This is an optimization exercise on Yosys and OpenROAD, whose aim is small area and a short achievable clock period, not a production implementation.
Only simulation tests tie the RTL to the original design; equivalence was not proved.

lane 1:
==> module execute_stage, before the edit <==
module execute_stage (
    input  logic                       clk,
    input  logic                       reset,
    input  logic                       dx_valid,
    input  logic                       dx_writes,
    input  logic                       dx_setf,
    input  logic                       dx_arith,
    input  logic                       dx_sub,
    input  logic [1:0]                 dx_lop,
    input  logic [3:0]                 dx_cond,
    input  logic [4-1:0]  dx_rd,
    input  logic [32-1:0]    rn_val,
    input  logic [32-1:0]    dx_b,
    input  logic                       dx_fwd_t,
    input  logic                       dx_fwd_f,
    input  logic                       dx_fill,
    input  logic [1:0]                 dx_kind,
    input  logic [5-1:0] dx_shamt,
    input  logic [5-1:0] dx_rot,
    input  logic [32-1:0]    wr_data,
    output logic                       ex_writes,
    output logic [4-1:0]  ex_rd,
    output logic                       res_valid,
    output logic [4-1:0]  res_addr,
    output logic [32-1:0]    res_data,
    output logic [3:0]                 flags
);
    logic [31:0] op_a, op_b_reg, bx, logic_res, result;
    logic [33:0] sum;
    logic        pass, c_f, v_f;
    assign op_a     = rn_val;
    assign op_b_reg = dx_b | ({32{dx_fwd_t}} & wr_data) | ({32{dx_fwd_f}} & ~wr_data);
    barrel_shift barrel_shift_i (
        .value   (op_b_reg),
        .sh_type (dx_kind),
        .shamt   (dx_shamt),
        .inv     (dx_fill),
        .rot     (dx_rot),
        .shifted (bx)
    );
    assign sum = {1'b0, op_a, 1'b1} + {1'b0, bx, dx_sub};
    always_comb begin
        case (dx_lop)
            2'b00: logic_res = op_a & bx;
            2'b01: logic_res = op_a ^ bx;
            2'b10: logic_res = op_a | bx;
            default: logic_res = bx;
        endcase
    end
    assign result = dx_arith ? sum[32:1] : logic_res;
    assign c_f = sum[33];
    assign v_f = (op_a[31] == bx[31]) && (sum[32] != op_a[31]);
    logic nz_wb, n_q, z_q, c_q, v_q, wb_zero, n_cur, z_cur;
    logic [3:0] byte_zero_q;
    always_ff @(posedge clk) begin
        for (int i = 0; i < 4; i++)
            byte_zero_q[i] <= (result[8*i +: 8] == 8'd0);
    end
    assign wb_zero = &byte_zero_q;
    assign n_cur   = nz_wb ? wr_data[31] : n_q;
    assign z_cur   = nz_wb ? wb_zero : z_q;
    assign flags   = {n_cur, z_cur, c_q, v_q};
    always_comb begin
        case (dx_cond)
            4'b0000: pass = flags[2];
            4'b0001: pass = !flags[2];
            4'b0010: pass = flags[1];
            4'b0011: pass = !flags[1];
            4'b0100: pass = flags[3];
            4'b0101: pass = !flags[3];
            4'b0110: pass = flags[0];
            4'b0111: pass = !flags[0];
            4'b1000: pass = flags[1] && !flags[2];
            4'b1001: pass = !flags[1] || flags[2];
            4'b1010: pass = (flags[3] == flags[0]);
            4'b1011: pass = (flags[3] != flags[0]);
            4'b1100: pass = !flags[2] && (flags[3] == flags[0]);
            4'b1101: pass = flags[2] || (flags[3] != flags[0]);
            default: pass = 1'b1;
        endcase
    end
    always_ff @(posedge clk or posedge reset) begin
        if (reset) begin
            nz_wb <= 1'b0;
            n_q   <= 1'b0;
            z_q   <= 1'b0;
            c_q   <= 1'b0;
            v_q   <= 1'b0;
        end else begin
            nz_wb <= dx_valid && pass && dx_setf;
            n_q   <= n_cur;
            z_q   <= z_cur;
            if (dx_valid && pass && dx_setf && dx_arith) begin
                c_q <= c_f;
                v_q <= v_f;
            end
        end
    end
    assign res_valid = dx_valid && pass && dx_writes;
    assign res_addr  = dx_rd;
    assign res_data  = result;
    assign ex_writes = res_valid;
    assign ex_rd     = dx_rd;
endmodule
Settings: LEC_CHECK=0, ABC_AREA=1, CAP_MARGIN=20, CORE_MARGIN=2, CORE_UTILIZATION=40, CTS_CLUSTER_DIAMETER=100, CTS_CLUSTER_SIZE=25, SETUP_SLACK_MARGIN=4.5, SLEW_MARGIN=20; clock period 8.0 ns.
run.sh (not shown) runs the stock make flow with config.mk's settings and CLKGATE_MAP_FILE= SYNTH_SCRIPT=/design/flow/synth_recipe.tcl, a recipe that flattens the netlist after the stock synthesis.
Relative to lane 1, the following input files were edited for lane 2:
--- a/flow/design.v
+++ b/flow/design.v
@@ -178,20 +178,19 @@
         endcase
     end
     assign result = dx_arith ? sum[32:1] : logic_res;
     assign c_f = sum[33];
     assign v_f = (op_a[31] == bx[31]) && (sum[32] != op_a[31]);
-    logic nz_wb, n_q, z_q, c_q, v_q, wb_zero, n_cur, z_cur;
-    logic [3:0] byte_zero_q;
-    always_ff @(posedge clk) begin
-        for (int i = 0; i < 4; i++)
-            byte_zero_q[i] <= (result[8*i +: 8] == 8'd0);
-    end
-    assign wb_zero = &byte_zero_q;
-    assign n_cur   = nz_wb ? wr_data[31] : n_q;
-    assign z_cur   = nz_wb ? wb_zero : z_q;
-    assign flags   = {n_cur, z_cur, c_q, v_q};
+    logic [31:0] zt;
+    logic        z_arith, z_logic, z_f;
+    assign zt      = {op_a[30:0] | bx[30:0], dx_sub};
+    assign z_arith = ((op_a ^ bx) == zt);
+    assign z_logic = (logic_res == 32'd0);
+    assign z_f     = dx_arith ? z_arith : z_logic;
+    logic n_wb, n_q, z_q, c_q, v_q, n_cur;
+    assign n_cur   = n_wb ? wr_data[31] : n_q;
+    assign flags   = {n_cur, z_q, c_q, v_q};
     always_comb begin
         case (dx_cond)
             4'b0000: pass = flags[2];
             4'b0001: pass = !flags[2];
             4'b0010: pass = flags[1];
@@ -209,19 +208,20 @@
             default: pass = 1'b1;
         endcase
     end
     always_ff @(posedge clk or posedge reset) begin
         if (reset) begin
-            nz_wb <= 1'b0;
+            n_wb  <= 1'b0;
             n_q   <= 1'b0;
             z_q   <= 1'b0;
             c_q   <= 1'b0;
             v_q   <= 1'b0;
         end else begin
-            nz_wb <= dx_valid && pass && dx_setf;
+            n_wb  <= dx_valid && pass && dx_setf;
             n_q   <= n_cur;
-            z_q   <= z_cur;
+            if (dx_valid && pass && dx_setf)
+                z_q <= z_f;
             if (dx_valid && pass && dx_setf && dx_arith) begin
                 c_q <= c_f;
                 v_q <= v_f;
             end
         end
--- outcome ---
- Lane 2 | stages: all done | timing, DRC, antenna: all pass
- For lane 2, the critical path launch point was decode_stage_i.dx_shamt[0], unlike lane 1, where it was decode_stage_i.dx_rot[2].
- Lane 2 vs. lane 1: met2 capacity usage during global routing saw an increase; overall track demand over capacity in global routing rose by 1.0 points; number of distinct library cells after synthesis went up.
- Lane 1 → lane 2: worst setup slack rose 0.021 ns; core area fell 0.31%; worst hold slack about even.

re-timing with driven ports:
The results above use ideal ports. As a check the final layouts listed here were re-extracted and re-timed, cells and wires unchanged. Step 1 (the two cells are an assumption about what drives the block):
set clk [get_ports {clk}]
set_driving_cell -lib_cell sky130_fd_sc_hd__clkbuf_16 $clk
set_driving_cell -lib_cell sky130_fd_sc_hd__buf_2 [delete_from_list [all_inputs] $clk]
Step 2 adds t to the input delays and takes it off the output delays; t is the mean of the earliest and latest rising clock arrival at the registers after step 1. Input paths then give back, and output paths get back, about the clock's delay inside the block. Slacks: ideal ports / drivers / drivers and shift; pairs: ideal ports / drivers.
run	shift t [ns]	slack for setup (ns)	hold slack, ns	worst register clock-pin slew, ns
lane 1	0.679	4.203 / 4.203 / 4.203	0.335 / 0.335 / 0.335	0.11 / 0.11
lane 2	0.673	4.224 / 4.224 / 4.224	0.333 / 0.333 / 0.333	0.11 / 0.11
After both steps setup and hold are still met in every run listed.
